Context: an optimization exercise on an open-source flow, tuned for small area and a short achievable clock period. The choices shown serve that exercise and are no tape-out recipe.
Only simulation tests tie the RTL to the original design; equivalence was not proved.
Power is estimated from default activity; no workload was simulated.

run 1:
// microarch_trace_buffer
module microarch_trace_buffer #(
    parameter int          NUM_STAGES  = 4,
    parameter int          DE_IDX      = 1,
    parameter int          PC_W        = 32,
    parameter int          DEPTH       = 16,
    parameter int          TS_W        = 16,
    parameter logic [31:0] FINISH_INSN = 32'h00002013,
    localparam int         AW          = $clog2(DEPTH),
    localparam int         LVL_W       = AW + 1
) (
    input  logic                       clk,
    input  logic                       rst_n,
    input  logic                       if_req_i,
    input  logic [NUM_STAGES-1:0]      ev_valid_i,
    input  logic [NUM_STAGES*PC_W-1:0] ev_pc_i,
    input  logic [31:0]                de_insn_i,
    output logic                       rec_valid_o,
    input  logic                       rec_ready_i,
    output logic [NUM_STAGES-1:0]      rec_mask_o,
    output logic [NUM_STAGES*PC_W-1:0] rec_pc_o,
    output logic [31:0]                rec_insn_o,
    output logic [TS_W-1:0]            rec_cycle_o,
    output logic                       rec_lost_o,
    output logic [15:0]                drop_cnt_o,
    output logic [LVL_W-1:0]           level_o,
    output logic                       finish_o
);
For scale: ~3,000 flip-flops, ~110,000 um^2 of cells after synthesis.
clock: 5.2 ns
lec_check: 0
cap_margin: 20
core_margin: 2
core_utilization: 60
gpl_timing_driven: 1
setup_slack_margin: 2.8
slew_margin: 65
synth_hierarchical: 1
synth_minimum_keep_size: 0
standard.sh (not shown) runs the stock make flow with config.mk's settings and CLKGATE_MAP_FILE= SYNTH_SCRIPT=/design/flow/synth_recipe.tcl, a recipe that flattens the netlist after the stock synthesis.
==> flow/flow/run.sh <==
#!/bin/bash
# Standard ORFS layout with a smaller port buffer cell and larger CTS sink clusters.
export BUFFER_PORTS_ARGS="-buffer_cell sky130_fd_sc_hd__buf_2"
export CTS_ARGS="-sink_clustering_enable -repair_clock_nets -dont_use_dummy_load -sink_clustering_size 30 -sink_clustering_max_diameter 80"
bash standard.sh finish > standard.log 2>&1
## Diff of input files: run 2 against run 1
Settings: an added PLACE_DENSITY of 0.7; a change of CORE_UTILIZATION from 60 to 55; a deleted GPL_TIMING_DRIVEN that had been 1.
## What came out
- Run 2 against run 1: die area shows an increase of about 9%; switching power as a share of total power shows an increase of 0.19 points.
- Compared with run 1, in run 2 initial core utilization shows a reduction of 5.0 points; final cell area excluding filler cells shows an increase of about 0.5%.
- Compared with run 1, run 2 shows a global-route usage over all layers that is 2.7 points lower.
- In run 2 relative to run 1, sum of routed wire length over all layers had gone up slightly.
- Run 2 vs. run 1: non-clock buffer share of cell area has increased; sequential power share has increased; least setup slack across all paths after layout lost 0.021 ns.
- Run 2 — global-route wire length before repair 0.34% higher, run 1 as reference
- In run 2, the fmax came out about 0.8% below the value in run 1.
## Diff of input files: run 3 against run 2
Settings: changing CORE_UTILIZATION from 55 to 60; removing PLACE_DENSITY (formerly 0.7); setting TNS_END_PERCENT to 20 for the first time.
--- outcome ---
Run 3 vs run 2: via count of the first global-routing pass down in run 3. Comparing run 2 with run 3, the clock tree skew after final layout came out essentially unchanged. Looking at standard cell core area, run 3 sits below run 2. Re met3 layer usage reported by global route: run 3 is 0.69 points down on run 2. Area enclosed by the die boundary of run 3 falls short of that of run 2 by a little under 10%. Run 2 -> run 3: number of sequential cells in the layout flat. Summary of the comparison: via count is lower in run 3, relative to run 2. in -> reg as the type of the worst setup path was reported by run 3, and reg -> reg by run 2. Summary of run 3 over run 2: worst setup margin decreased by 0.0052 ns relative to the old numbers; total inserted antenna cells increased by 1 relative to the old numbers.
Changes in run 4 relative to run 3:
Settings: SLEW_MARGIN: 65 -> 75; TNS_END_PERCENT: 20 -> unset; SETUP_SLACK_MARGIN: 2.8 -> 2.9.
### Flow results
From run 3 to run 4 the numbers moved as follows: finished layout cell area higher, transition time at the pin with the least slew margin shows a reduction of 0.20 ns, share of final layout cell area taken by clock buffers and inverters flat, latest clock arrival within the worst-skew pair held.
For run 4, the termination of the worst setup path was rec_mask_o[3], unlike run 3, where it was drop_cnt_q[0].
On global-route usage: between run 4 and run 3, it ends up higher for run 4.
Looking at setup slack across both flows, run 4 is the stronger of the two, with run 3 trailing.

---

build 65:
Starting RTL as in the previous note.
clock: 5.2 ns
lec_check: 0
cap_margin: 20
core_margin: 2
core_utilization: 60
setup_slack_margin: 2.8
slew_margin: 65
synth_hierarchical: 1
synth_minimum_keep_size: 0
==> flow/flow/run.sh <==
#!/bin/bash
# Standard ORFS layout with a smaller port buffer cell and larger CTS sink clusters.
export BUFFER_PORTS_ARGS="-buffer_cell sky130_fd_sc_hd__buf_2"
export CTS_ARGS="-sink_clustering_enable -repair_clock_nets -dont_use_dummy_load -sink_clustering_size 30 -sink_clustering_max_diameter 80 -balance_levels"
bash standard.sh finish > standard.log 2>&1
Build 65 ran to completion and came out clean on the timing, design-rule and antenna checks.
--- input diff build 65..build 29 ---
Settings: CORE_UTILIZATION changed from 60 to 65.
==> flow/flow/run.sh <==
#!/bin/bash
# Standard ORFS layout with a smaller port buffer cell and larger CTS sink clusters.
export BUFFER_PORTS_ARGS="-buffer_cell sky130_fd_sc_hd__buf_2"
export CTS_ARGS="-sink_clustering_enable -repair_clock_nets -dont_use_dummy_load -sink_clustering_size 30 -sink_clustering_max_diameter 80"
bash standard.sh finish > standard.log 2>&1
--- outcome ---
- A cell with the biggest individual delay on the critical path of sky130_fd_sc_hd__dfrtp_2 is what build 65 shows, while sky130_fd_sc_hd__dfrtp_1 belongs to build 29.
- Taking build 65 as the reference, in build 29 total of endpoints with negative setup slack in the final report roughly the same, worst-case hold slack lower, count of placed standard cells including taps lower, non-clock buffer count higher, growth of design area from synthesis to finish roughly the same.
- Going from build 65 to build 29, the core utilization was found to have gone up by 5.5 points.
- Summary of build 29 over build 65: overall routing resource usage moved up, combined area of all synthesized cells comparable.
diff inputs: build 29 => build 89
Settings: CORE_UTILIZATION changed from 65 to 60.
==> flow/flow/run.sh <==
#!/bin/bash
# Standard ORFS layout with a smaller port buffer cell, larger CTS sink
# clusters and power (size) recovery after global-route timing repair.
export BUFFER_PORTS_ARGS="-buffer_cell sky130_fd_sc_hd__buf_2"
export CTS_ARGS="-sink_clustering_enable -repair_clock_nets -dont_use_dummy_load -sink_clustering_size 30 -sink_clustering_max_diameter 80"
export RECOVER_POWER=100
bash standard.sh finish > standard.log 2>&1
==> run notes <==
Build 89: all stages done; final checks FAILED (max-capacitance violations, max-slew violations).
The run showing the greater arrival time at the worst endpoint is build 89.
On initial core utilization: between build 89 and build 29, it ends up higher for build 29.
Summary: with build 29 as the reference, total setup buffers inserted after CTS in build 89 moved up by a few percent.
~same sequential power share in build 89 and build 29
Summary of build 89 over build 29: via count now smaller, wire length of the first global-routing pass now larger.
Build 89 reports its critical path start-end classification as in -> reg while build 29 reports reg -> out.
Here is what was changed in the inputs of build 75 compared with build 89.
==> flow/flow/run.sh <==
#!/bin/bash
# Standard ORFS layout with a smaller port buffer cell, larger CTS sink
# clusters and smaller clock buffers below the root.
export BUFFER_PORTS_ARGS="-buffer_cell sky130_fd_sc_hd__buf_2"
export CTS_ARGS="-sink_clustering_enable -repair_clock_nets -dont_use_dummy_load -sink_clustering_size 20 -sink_clustering_max_diameter 60 -buf_list sky130_fd_sc_hd__clkbuf_8 -root_buf sky130_fd_sc_hd__clkbuf_16"
bash standard.sh finish > standard.log 2>&1
Build 75 has completed all stages; timing, DRC and antenna checks passed.
Changes observed in build 75 relative to build 89: first-iteration DRC count now sits higher; max-capacitance violation count now sits lower.
[compare] base=build 89 new=build 75: global-route usage has increased; data required time at the worst endpoint has decreased; setup slack has increased.
Going from build 89 to build 75, final standard cell area without fillers went up by about 0.9%; number of placed I/O pins has remained practically unchanged; maximum frequency from static timing analysis climbed about 50%.
Post-route non-filler standard cell count delta for build 75 relative to build 89: about 0.7% higher
> inputs changed (build 75 -> build 47)
Settings: CORE_UTILIZATION now 55, was 60.
==> flow/flow/run.sh <==
#!/bin/bash
# Standard ORFS layout with a smaller port buffer cell and larger CTS sink clusters.
export BUFFER_PORTS_ARGS="-buffer_cell sky130_fd_sc_hd__buf_2"
export CTS_ARGS="-sink_clustering_enable -repair_clock_nets -dont_use_dummy_load -sink_clustering_size 30 -sink_clustering_max_diameter 80"
bash standard.sh finish > standard.log 2>&1
Findings:
- rec_pc_o[127] as the capturing instance or port of the critical path was reported by build 47, and rec_mask_o[3] by build 75.
- Build 47 reports a higher die area than build 75 does.
- There was hardly any difference in multi-input logic portion of the cell area between build 47 and build 75.
- First-iteration DRC count in build 47 is 2.0% below build 75.
- Going from build 75 to build 47, the met3 routed wirelength was found to have gone up by 1.6%.
- From build 75 to build 47 the numbers moved as follows: routability congestion estimate has increased; synthesis-to-layout area growth has increased.
Setup changes, build 47 to build 35
Settings: changing SLEW_MARGIN from 65 to 50; changing SETUP_SLACK_MARGIN from 2.8 to 2.75; changing CORE_UTILIZATION from 55 to 60.
## What came out
In build 35 the non-filler instance count after layout turned out about 3.4% lower than in build 47.
Looking at proportion of layout cells with a drive suffix above 1, build 35 sits below build 47.
Looking at build 47 and build 35, the share of cell area taken by multi-input logic gates is a wash.
Of the two values seen for start point of the critical path, head_q[131] was produced by build 47 and head_q[3] by build 35.
Met2 layer wire length in the routed design, build 47 and build 35: larger value in build 47
Summary — final critical-path setup slack, build 35 relative to build 47: higher, by 0.017 ns.
Going from build 47 to build 35, hold buffer count at cts has decreased; met1 layer wirelength in the final routing now smaller.
In build 35 the number of buffers inserted during clock tree synthesis turned out about 0.7% higher than in build 47.

## what the ideal ports hide
The flow's constraints put no driver on any port. The routed layouts listed below were extracted and timed again, unchanged, in two steps. Step 1 (the two cells are an assumption about what drives the block):
set clk [get_ports {clk}]
set_driving_cell -lib_cell sky130_fd_sc_hd__clkbuf_16 $clk
set_driving_cell -lib_cell sky130_fd_sc_hd__buf_2 [delete_from_list [all_inputs] $clk]
Step 2 adds t to the input delays and takes it off the output delays; t is the mean of the earliest and latest rising clock arrival at the registers after step 1. Input paths then give back, and output paths get back, about the clock's delay inside the block. Slacks: no drivers / after step 1 / after step 2; pairs: no drivers / after step 1.
| run | t (ns) | setup WS [ns] | worst setup path at the end | latest minus earliest clock arrival (ns) | pins driven straight from the clock port |
|---|---|---|---|---|---|
| run 1 | 0.899 | 2.663 / 2.567 / 1.904 | input to register | 0.069 / 0.069 | 1 |
| run 2 | 0.873 | 2.642 / 2.574 / 1.992 | input to register | 0.096 / 0.096 | 1 |
| run 3 | 0.895 | 2.637 / 2.570 / 1.790 | input to register | 0.072 / 0.071 | 1 |
| run 4 | 0.905 | 2.675 / 2.575 / 1.974 | input to register | 0.061 / 0.060 | 1 |
| build 65 | 0.899 | 2.663 / 2.567 / 1.904 | input to register | 0.069 / 0.069 | 1 |
| build 29 | 0.887 | 2.687 / 2.597 / 1.934 | input to register | 0.077 / 0.077 | 1 |
| build 89 | 0.901 | 1.252 / 1.316 / 0.415 | input to register | 0.071 / 0.071 | 1 |
| build 75 | 0.941 | 2.612 / 2.512 / 1.895 | input to register | 0.077 / 0.078 | 1 |
| build 47 | 0.903 | 2.650 / 2.561 / 1.914 | input to register | 0.084 / 0.084 | 1 |
| build 35 | 0.912 | 2.667 / 2.569 / 1.843 | input to register | 0.063 / 0.063 | 1 |
The setup slack of run 3, which loses most, moves by -0.067 ns with the drivers and by -0.847 ns with both steps.
